Context: an optimization exercise on an open-source flow, tuned for small area, a short achievable clock period and few clock cycles per item. The choices shown serve that exercise and are no tape-out recipe. Power figures rest on the tool's default switching activity, not on a simulated workload.

==> flow/design.v <==
package fshl_pkg;
	localparam int TEMP_W      = 10;
	localparam int LEVEL_W     = 3;
	localparam int RPM_W       = 16;
	localparam int CFG_IDX_W   = 3;
	localparam int CFG_DATA_W  = 64;
	localparam int NUM_REGS    = 7;
	localparam int LEVELS_DEF  = 7;
	localparam int BYTE_W      = 8;
	localparam int RPM_LSB     = 48;
	localparam int ON_CPU_LSB  = 0;
	localparam int ON_REG_LSB  = 8;
	localparam int ON_CHG_LSB  = 16;
	localparam int OFF_CPU_LSB = 24;
	localparam int OFF_REG_LSB = 32;
	localparam int OFF_CHG_LSB = 40;
	typedef logic signed [TEMP_W-1:0] temp_t;
	typedef logic [CFG_DATA_W-1:0]    level_word_t;
	typedef logic [RPM_W-1:0]         rpm_t;
	function automatic temp_t sbyte_ext(input logic [BYTE_W-1:0] b);
		sbyte_ext = {{(TEMP_W - BYTE_W){b[BYTE_W-1]}}, b};
	endfunction
	function automatic logic ugt(input logic [TEMP_W-1:0] a, input logic [TEMP_W-1:0] b,
	                             input int n);
		logic g;
		g = 1'b0;
		for (int i = 0; i < TEMP_W; i++) begin
			if (i < n) begin
				g = (a[i] & ~b[i]) | ((a[i] | ~b[i]) & g);
			end
		end
		ugt = g;
	endfunction
	function automatic logic sgt(input temp_t a, input temp_t b);
		sgt = ugt({~a[TEMP_W-1], a[TEMP_W-2:0]}, {~b[TEMP_W-1], b[TEMP_W-2:0]}, TEMP_W);
	endfunction
	function automatic logic t_hi(input temp_t t);
		t_hi = ~t[9] & (t[8] | t[7]);
	endfunction
	function automatic logic t_lo(input temp_t t);
		t_lo = t[9] & ~(t[8] & t[7]);
	endfunction
	function automatic logic gt_b(input temp_t t, input logic [BYTE_W-1:0] b);
		gt_b = t_hi(t) | (~t_lo(t) & ugt({2'b00, ~t[7], t[6:0]}, {2'b00, ~b[7], b[6:0]}, BYTE_W));
	endfunction
	function automatic logic lt_b(input temp_t t, input logic [BYTE_W-1:0] b);
		lt_b = t_lo(t) | (~t_hi(t) & ugt({2'b00, ~b[7], b[6:0]}, {2'b00, ~t[7], t[6:0]}, BYTE_W));
	endfunction
endpackage
module fshl_lane #(
	parameter bit DOWN = 1'b0
) (
	input  fshl_pkg::temp_t       t_cpu,
	input  fshl_pkg::temp_t       t_reg,
	input  fshl_pkg::temp_t       t_chg,
	input  logic [23:0]           pts,
	input  logic                  valid,
	input  logic                  zero_hit,
	output logic                  hit
);
	logic hit_pts;
	if (DOWN) begin : g_dn
		assign hit_pts = fshl_pkg::lt_b(t_cpu, pts[7:0]) && fshl_pkg::lt_b(t_reg, pts[15:8]) &&
		                 fshl_pkg::lt_b(t_chg, pts[23:16]);
	end else begin : g_up
		assign hit_pts = fshl_pkg::gt_b(t_cpu, pts[7:0]) ||
		                 (fshl_pkg::gt_b(t_reg, pts[15:8]) && fshl_pkg::gt_b(t_chg, pts[23:16]));
	end
	assign hit = valid ? hit_pts : zero_hit;
endmodule
module fshl_merge #(
	parameter int LEVELS = fshl_pkg::LEVELS_DEF,
	parameter int LW     = $clog2(LEVELS)
) (
	input  logic [LW-1:0]       lv_now,
	input  logic                dir,
	input  logic [LEVELS-2:0]   vec,
	output logic [LW-1:0]       lv_next
);
	logic [LW-1:0] lv_up;
	logic [LW-1:0] lv_dn;
	always_comb begin
		lv_up = LW'(LEVELS - 1);
		for (int j = LEVELS - 2; j >= 0; j--) begin
			if ((LW'(j) >= lv_now) && !vec[j]) begin
				lv_up = LW'(j);
			end
		end
	end
	always_comb begin
		lv_dn = '0;
		for (int j = 1; j < LEVELS; j++) begin
			if ((LW'(j) <= lv_now) && !vec[j-1]) begin
				lv_dn = LW'(j);
			end
		end
	end
	assign lv_next = dir ? lv_dn : lv_up;
endmodule
module fan_step_hysteresis_level #(
	parameter int LEVELS = fshl_pkg::LEVELS_DEF
) (
	input  logic                           clk,
	input  logic                           arst_n,
	input  logic                           in_valid,
	output logic                           in_stall,
	input  fshl_pkg::temp_t                cpu_temp,
	input  fshl_pkg::temp_t                temp_regulator,
	input  fshl_pkg::temp_t                charger_temp,
	input  logic                           powered,
	output logic                           out_valid,
	input  logic                           out_stall,
	output logic [fshl_pkg::RPM_W-1:0]     target_rpm,
	output logic [fshl_pkg::LEVEL_W-1:0]   fan_level,
	input  logic                           cfg_valid,
	output logic                           cfg_ready,
	input  logic [fshl_pkg::CFG_IDX_W-1:0] cfg_index,
	input  logic [fshl_pkg::CFG_DATA_W-1:0] cfg_data
);
	localparam int LW = $clog2(LEVELS);
	localparam int VW = LEVELS - 1;
	fshl_pkg::level_word_t level_reg_q [LEVELS];
	logic [LEVELS-1:0]     level_ok_q;
	fshl_pkg::temp_t last_cpu_q, last_reg_q, last_chg_q;
	logic            last_ok_q;
	logic          a0_v_q, a1_v_q;
	logic [VW:0]   a0_q, a1_q;
	logic          in_stall_q;
	logic [LW-1:0]        level_now_q;
	logic                 out_valid_q;
	fshl_pkg::rpm_t       rpm_q;
	logic          in_acc, push, pop;
	logic          fell, rose, fell_l, rose_l, fell_0, rose_0;
	logic          up_zero, dn_zero;
	logic [LEVELS-1:0] up_vec, dn_vec;
	logic [VW:0]   in_ent;
	logic [LW-1:0] lv_next;
	fshl_pkg::rpm_t rpm_next;
	assign cfg_ready = 1'b1;
	assign in_stall  = in_stall_q;
	assign in_acc    = in_valid && !in_stall_q;
	assign push      = in_acc && powered;
	assign pop       = a0_v_q && (!out_valid_q || !out_stall);
	for (genvar i = 0; i < LEVELS; i++) begin : g_tbl
		always_ff @(posedge clk) begin
			if (cfg_valid && (int'(cfg_index) == i)) begin
				level_reg_q[i] <= cfg_data;
			end
		end
	end
	always_ff @(posedge clk or negedge arst_n) begin
		if (!arst_n) begin
			level_ok_q <= '0;
		end else if (cfg_valid) begin
			for (int i = 0; i < LEVELS; i++) begin
				if (int'(cfg_index) == i) begin
					level_ok_q[i] <= 1'b1;
				end
			end
		end
	end
	always_ff @(posedge clk) begin
		if (push) begin
			last_cpu_q <= cpu_temp;
			last_reg_q <= temp_regulator;
			last_chg_q <= charger_temp;
		end
	end
	always_ff @(posedge clk or negedge arst_n) begin
		if (!arst_n) begin
			last_ok_q <= 1'b0;
		end else if (push) begin
			last_ok_q <= 1'b1;
		end
	end
	assign fell_l = fshl_pkg::sgt(last_cpu_q, cpu_temp) || fshl_pkg::sgt(last_reg_q, temp_regulator) ||
	                fshl_pkg::sgt(last_chg_q, charger_temp);
	assign rose_l = fshl_pkg::sgt(cpu_temp, last_cpu_q) || fshl_pkg::sgt(temp_regulator, last_reg_q) ||
	                fshl_pkg::sgt(charger_temp, last_chg_q);
	assign fell_0 = cpu_temp[9] || temp_regulator[9] || charger_temp[9];
	assign rose_0 = fshl_pkg::sgt(cpu_temp, '0) || fshl_pkg::sgt(temp_regulator, '0) || fshl_pkg::sgt(charger_temp, '0);
	assign fell   = last_ok_q ? fell_l : fell_0;
	assign rose   = last_ok_q ? rose_l : rose_0;
	assign up_zero = fshl_pkg::sgt(cpu_temp, '0) || (fshl_pkg::sgt(temp_regulator, '0) && fshl_pkg::sgt(charger_temp, '0));
	assign dn_zero = cpu_temp[9] && temp_regulator[9] && charger_temp[9];
	for (genvar g = 0; g < LEVELS; g++) begin : g_lane
		if (g < LEVELS - 1) begin : g_up
			fshl_lane #(.DOWN(1'b0)) u_up (
				.t_cpu    (cpu_temp),
				.t_reg    (temp_regulator),
				.t_chg    (charger_temp),
				.pts      (level_reg_q[g][23:0]),
				.valid    (level_ok_q[g]),
				.zero_hit (up_zero),
				.hit      (up_vec[g])
			);
		end else begin : g_up_none
			assign up_vec[g] = 1'b0;
		end
		if (g > 0) begin : g_dn
			fshl_lane #(.DOWN(1'b1)) u_dn (
				.t_cpu    (cpu_temp),
				.t_reg    (temp_regulator),
				.t_chg    (charger_temp),
				.pts      (level_reg_q[g][47:24]),
				.valid    (level_ok_q[g]),
				.zero_hit (dn_zero),
				.hit      (dn_vec[g])
			);
		end else begin : g_dn_none
			assign dn_vec[g] = 1'b0;
		end
	end
	assign in_ent = fell ? {1'b1, dn_vec[LEVELS-1:1]} :
	                rose ? {1'b0, up_vec[LEVELS-2:0]} : {1'b1, {VW{1'b0}}};
	always_ff @(posedge clk or negedge arst_n) begin
		if (!arst_n) begin
			a0_v_q     <= 1'b0;
			a1_v_q     <= 1'b0;
			in_stall_q <= 1'b0;
		end else begin
			if (pop) begin
				a0_v_q <= a1_v_q || push;
				a1_v_q <= 1'b0;
			end else if (!a0_v_q) begin
				a0_v_q <= push;
			end else if (push) begin
				a1_v_q <= 1'b1;
			end
			in_stall_q <= a0_v_q && (a1_v_q || push) && !pop;
		end
	end
	always_ff @(posedge clk) begin
		if (pop || !a0_v_q) begin
			a0_q <= a1_v_q ? a1_q : in_ent;
		end
		if (!a1_v_q) begin
			a1_q <= in_ent;
		end
	end
	fshl_merge #(
		.LEVELS (LEVELS),
		.LW     (LW)
	) u_merge (
		.lv_now  (level_now_q),
		.dir     (a0_q[VW]),
		.vec     (a0_q[VW-1:0]),
		.lv_next (lv_next)
	);
	always_comb begin
		rpm_next = '0;
		for (int i = 0; i < LEVELS; i++) begin
			if ((LW'(i) == lv_next) && level_ok_q[i]) begin
				rpm_next = level_reg_q[i][fshl_pkg::RPM_LSB +: fshl_pkg::RPM_W];
			end
		end
	end
	always_ff @(posedge clk or negedge arst_n) begin
		if (!arst_n) begin
			level_now_q <= '0;
			out_valid_q <= 1'b0;
		end else begin
			if (pop) begin
				level_now_q <= lv_next;
			end
			out_valid_q <= pop || (out_valid_q && out_stall);
		end
	end
	always_ff @(posedge clk) begin
		if (pop) begin
			rpm_q <= rpm_next;
		end
	end
	assign out_valid  = out_valid_q;
	assign target_rpm = rpm_q;
	assign fan_level  = fshl_pkg::LEVEL_W'(level_now_q);
endmodule
Settings: LEC_CHECK=0, CAP_MARGIN=20, CORE_MARGIN=2, CORE_UTILIZATION=40, SETUP_SLACK_MARGIN=3.0, SLEW_MARGIN=20; clock period 5.0 ns.
run.sh (not shown) runs the stock make flow with config.mk's settings and CLKGATE_MAP_FILE= SYNTH_SCRIPT=/design/flow/synth_recipe.tcl, a recipe that flattens the netlist after the stock synthesis.
==> next run, changes <==
--- a/flow/design.v
+++ b/flow/design.v
@@ -18,35 +18,15 @@
 	typedef logic [CFG_DATA_W-1:0]    level_word_t;
 	typedef logic [RPM_W-1:0]         rpm_t;
 	function automatic temp_t sbyte_ext(input logic [BYTE_W-1:0] b);
 		sbyte_ext = {{(TEMP_W - BYTE_W){b[BYTE_W-1]}}, b};
 	endfunction
-	function automatic logic ugt(input logic [TEMP_W-1:0] a, input logic [TEMP_W-1:0] b,
-	                             input int n);
-		logic g;
-		g = 1'b0;
-		for (int i = 0; i < TEMP_W; i++) begin
-			if (i < n) begin
-				g = (a[i] & ~b[i]) | ((a[i] | ~b[i]) & g);
-			end
-		end
-		ugt = g;
-	endfunction
-	function automatic logic sgt(input temp_t a, input temp_t b);
-		sgt = ugt({~a[TEMP_W-1], a[TEMP_W-2:0]}, {~b[TEMP_W-1], b[TEMP_W-2:0]}, TEMP_W);
-	endfunction
-	function automatic logic t_hi(input temp_t t);
-		t_hi = ~t[9] & (t[8] | t[7]);
-	endfunction
-	function automatic logic t_lo(input temp_t t);
-		t_lo = t[9] & ~(t[8] & t[7]);
-	endfunction
 	function automatic logic gt_b(input temp_t t, input logic [BYTE_W-1:0] b);
-		gt_b = t_hi(t) | (~t_lo(t) & ugt({2'b00, ~t[7], t[6:0]}, {2'b00, ~b[7], b[6:0]}, BYTE_W));
+		gt_b = t > sbyte_ext(b);
 	endfunction
 	function automatic logic lt_b(input temp_t t, input logic [BYTE_W-1:0] b);
-		lt_b = t_lo(t) | (~t_hi(t) & ugt({2'b00, ~b[7], b[6:0]}, {2'b00, ~t[7], t[6:0]}, BYTE_W));
+		lt_b = t < sbyte_ext(b);
 	endfunction
 endpackage
 module fshl_lane #(
 	parameter bit DOWN = 1'b0
 ) (
@@ -171,19 +151,19 @@
 			last_ok_q <= 1'b0;
 		end else if (push) begin
 			last_ok_q <= 1'b1;
 		end
 	end
-	assign fell_l = fshl_pkg::sgt(last_cpu_q, cpu_temp) || fshl_pkg::sgt(last_reg_q, temp_regulator) ||
-	                fshl_pkg::sgt(last_chg_q, charger_temp);
-	assign rose_l = fshl_pkg::sgt(cpu_temp, last_cpu_q) || fshl_pkg::sgt(temp_regulator, last_reg_q) ||
-	                fshl_pkg::sgt(charger_temp, last_chg_q);
+	assign fell_l = (cpu_temp < last_cpu_q) || (temp_regulator < last_reg_q) ||
+	                (charger_temp < last_chg_q);
+	assign rose_l = (cpu_temp > last_cpu_q) || (temp_regulator > last_reg_q) ||
+	                (charger_temp > last_chg_q);
 	assign fell_0 = cpu_temp[9] || temp_regulator[9] || charger_temp[9];
-	assign rose_0 = fshl_pkg::sgt(cpu_temp, '0) || fshl_pkg::sgt(temp_regulator, '0) || fshl_pkg::sgt(charger_temp, '0);
+	assign rose_0 = (cpu_temp > 0) || (temp_regulator > 0) || (charger_temp > 0);
 	assign fell   = last_ok_q ? fell_l : fell_0;
 	assign rose   = last_ok_q ? rose_l : rose_0;
-	assign up_zero = fshl_pkg::sgt(cpu_temp, '0) || (fshl_pkg::sgt(temp_regulator, '0) && fshl_pkg::sgt(charger_temp, '0));
+	assign up_zero = (cpu_temp > 0) || ((temp_regulator > 0) && (charger_temp > 0));
 	assign dn_zero = cpu_temp[9] && temp_regulator[9] && charger_temp[9];
 	for (genvar g = 0; g < LEVELS; g++) begin : g_lane
 		if (g < LEVELS - 1) begin : g_up
 			fshl_lane #(.DOWN(1'b0)) u_up (
 				.t_cpu    (cpu_temp),
=> The new run completed without violations; wire length goes up by 12%; final cell count climbs by 29%; via count went up by 19%; cell area grows by 16%; critical path depth shrinks by 2; non-clock buffer count is lower by 20; clock power fell by about 1%; setup slack gets better by 54 ps; combinational power is higher by 89%; clock skew rises by 27 ps; hold slack is worse by 18 ps.
No functional check of the RTL was part of any run of this note.

port drivers added, routing unchanged:
How much do the figures lean on ideal ports? The routed layouts below were timed once more, with nothing changed but the port constraints. Step 1 (the two cells are an assumption about what drives the block):
set clk [get_ports {clk}]
set_driving_cell -lib_cell sky130_fd_sc_hd__clkbuf_16 $clk
set_driving_cell -lib_cell sky130_fd_sc_hd__buf_2 [delete_from_list [all_inputs] $clk]
Step 2 times the ports against the registers' clock, not the clock port: input delays grow and output delays shrink by t, the midpoint of the rising clock arrivals with the driver on. Three values: ideal, step 1, step 2; two values: the first two.
run	t (ns)	setup slack, ns	latest minus earliest clock arrival (ns)	cell pins on the clock port's net
the first run	0.652	2.319 / 2.321 / 1.669	0.030 / 0.030	1
the second run	0.662	2.373 / 2.397 / 1.734	0.059 / 0.059	1
After both steps every run listed still meets setup and hold. The setup slack of the first run, which loses most, moves by +0.002 ns with the drivers and by -0.650 ns with both steps.
